What follows belongs to an exercise in optimizing a design on an open flow for small area; a production flow would make more cautious choices.
Only simulation tests tie the RTL to the original design; equivalence was not proved.
Power figures rest on the tool's default switching activity, not on a simulated workload.

==> flow/design.v (excerpt) <==
module random_map_writer (
    input  logic        clk,
    input  logic        rst,
    input  logic        start,
    input  logic [15:0] seed,
    input  logic [4:0]  density,
    input  logic [4:0]  rd_x,
    input  logic [4:0]  rd_y,
    output logic        rd_occ,
    output logic        busy,
    output logic        done,
    output logic [9:0]  occ_count
);
    logic [9:0]  idx;
    logic [15:0] lfsr;
    logic [4:0]  dcur, dprev;
    logic        start_accept, cell_bit, row_start, seed_zero;
    logic [15:0] cp0;
    logic [15:0] cp1;
    logic [15:0] cp2;
    logic [15:0] pend;   
    assign start_accept = !busy && !done && start;
    assign cell_bit     = dcur[4] || (lfsr[3:0] < dcur[3:0]);
    assign row_start    = (idx[7:0] == '0);
    assign seed_zero    = (seed == 16'h0000);
    always_ff @(posedge clk) begin
        if (rst) begin
            busy      <= 1'b0;
            done      <= 1'b0;
            idx       <= '0;
            dcur      <= '0;
            dprev     <= '0;
            occ_count <= '0;
        end else if (start_accept) begin
            busy      <= 1'b1;
            idx       <= '0;
            dprev     <= dcur;
            dcur      <= density;   
            occ_count <= '0;
        end else if (busy) begin
            idx       <= idx + 1'b1;
            occ_count <= occ_count + 10'(cell_bit);
            if (idx[9] && idx[7:0] == 8'hFF) begin   
                busy <= 1'b0;
                done <= 1'b1;
            end
        end else begin
            done <= 1'b0;
        end
    end
    always_ff @(posedge clk) begin
        if (busy)
            lfsr <= {lfsr[14:0], lfsr[15] ^ lfsr[13] ^ lfsr[12] ^ lfsr[10]};
        else
            lfsr <= seed | (seed_zero ? 16'hACE1 : 16'h0000);
    end
    logic [15:0] dlfsr;
    assign dlfsr[0] = lfsr[0] ^ lfsr[2] ^ lfsr[3] ^ lfsr[4] ^ lfsr[5] ^ lfsr[7] ^ lfsr[8] ^ lfsr[10] ^ lfsr[11] ^ lfsr[12] ^ lfsr[13] ^ lfsr[15];
    assign dlfsr[1] = lfsr[5] ^ lfsr[9] ^ lfsr[11] ^ lfsr[15];
    assign dlfsr[2] = lfsr[10] ^ lfsr[12] ^ lfsr[13] ^ lfsr[15];
    assign dlfsr[3] = lfsr[15];
    assign dlfsr[4] = lfsr[0] ^ lfsr[1] ^ lfsr[3] ^ lfsr[8] ^ lfsr[10] ^ lfsr[14];
    assign dlfsr[5] = lfsr[0] ^ lfsr[1] ^ lfsr[2] ^ lfsr[3] ^ lfsr[4] ^ lfsr[9] ^ lfsr[15];
  ...
Size in the first run: roughly 810 cells after synthesis, ~130 flip-flops, roughly 7800 sq um of cells after synthesis.
export LEC_CHECK = 0
export CAP_MARGIN = 20
export CORE_MARGIN = 2
export CORE_UTILIZATION = 55
export CTS_BUF_LIST = sky130_fd_sc_hd__clkbuf_8
export GPL_TIMING_DRIVEN = 0
export SLEW_MARGIN = 20
create_clock -name core_clock -period 5.0 [get_ports {clk}]
standard.sh (not shown) runs the stock make flow with config.mk's settings and CLKGATE_MAP_FILE= SYNTH_SCRIPT=/design/flow/synth_recipe.tcl, a recipe that flattens the netlist after the stock synthesis.
==> flow/flow/run.sh <==
#!/bin/bash
# The standard layout with two changes:
#  - every port still gets its own buffer, but a plain buf_1 instead of the
#    delay buffer that buffer_ports picks by default;
#  - synthesis maps the logic with flow/abc_map.script (an area-oriented ABC
#    script) in place of ORFS's abc_speed.script. Everything else in the ORFS
#    scripts is used unchanged, from a copy made here.
set -euo pipefail
export BUFFER_PORTS_ARGS="-buffer_cell sky130_fd_sc_hd__buf_1"
rm -rf scripts_local
cp -r "$FLOW_HOME/scripts" scripts_local
cp flow/abc_map.script scripts_local/abc_speed.script
export SCRIPTS_DIR="$PWD/scripts_local"
bash standard.sh > standard.log 2>&1
==> flow/flow/abc_map.script <==
strash
dc2
dc2
&get -n
&dch -f
&nf -R 1000
&put
topo
stime -c
dnsize -c
Edit:
--- a/flow/design.v
+++ b/flow/design.v
@@ -27,30 +27,30 @@
     always_ff @(posedge clk) begin
         if (rst) begin
             busy      <= 1'b0;
             done      <= 1'b0;
             idx       <= '0;
             dcur      <= '0;
             dprev     <= '0;
             occ_count <= '0;
         end else if (start_accept) begin
             busy      <= 1'b1;
             idx       <= '0;
             dprev     <= dcur;
-            dcur      <= density;   
+            dcur      <= (density > 5'd16) ? 5'd16 : density;
             occ_count <= '0;
         end else if (busy) begin
             idx       <= idx + 1'b1;
             occ_count <= occ_count + 10'(cell_bit);
-            if (idx[9] && idx[7:0] == 8'hFF) begin   
+            if (idx == 10'd767) begin
                 busy <= 1'b0;
                 done <= 1'b1;
             end
         end else begin
             done <= 1'b0;
         end
     end
     always_ff @(posedge clk) begin
         if (busy)
             lfsr <= {lfsr[14:0], lfsr[15] ^ lfsr[13] ^ lfsr[12] ^ lfsr[10]};
         else
             lfsr <= seed | (seed_zero ? 16'hACE1 : 16'h0000);
Outcome: Clock skew barely changes; setup slack degrades by 0.013 ns; global-route usage stays flat; power goes down by about 1.9%; final area goes up by about 0.46%; via count goes up by about 0.5%; clock power goes down by 8.4%.

## port drivers added, routing unchanged
How much do the figures lean on ideal ports? The routed layouts below were timed once more, with nothing changed but the port constraints. Step 1 assumes that a clkbuf_16 drives the clock port and a buf_2 every other input. Step 2 adds t to the input delays and takes it off the output delays; t is the mean of the earliest and latest rising clock arrival at the registers after step 1. Input paths then give back, and output paths get back, about the clock's delay inside the block. Three values: ideal, step 1, step 2; two values: the first two.
run	shift t [ns]	slack for setup (ns)	hold WS [ns]	worst setup path at the end	cell pins on the clock port's net
the first run	0.480	0.322 / 0.285 / -0.113	0.457 / 0.457 / 0.457	input to register	1
the second run	0.497	0.309 / 0.320 / -0.178	0.486 / 0.486 / 0.486	input to register	1
Met with ideal ports but missed after step 2: setup timing in the first run and the second run. The setup slack of the second run, which loses most, moves by +0.011 ns with the drivers and by -0.487 ns with both steps.
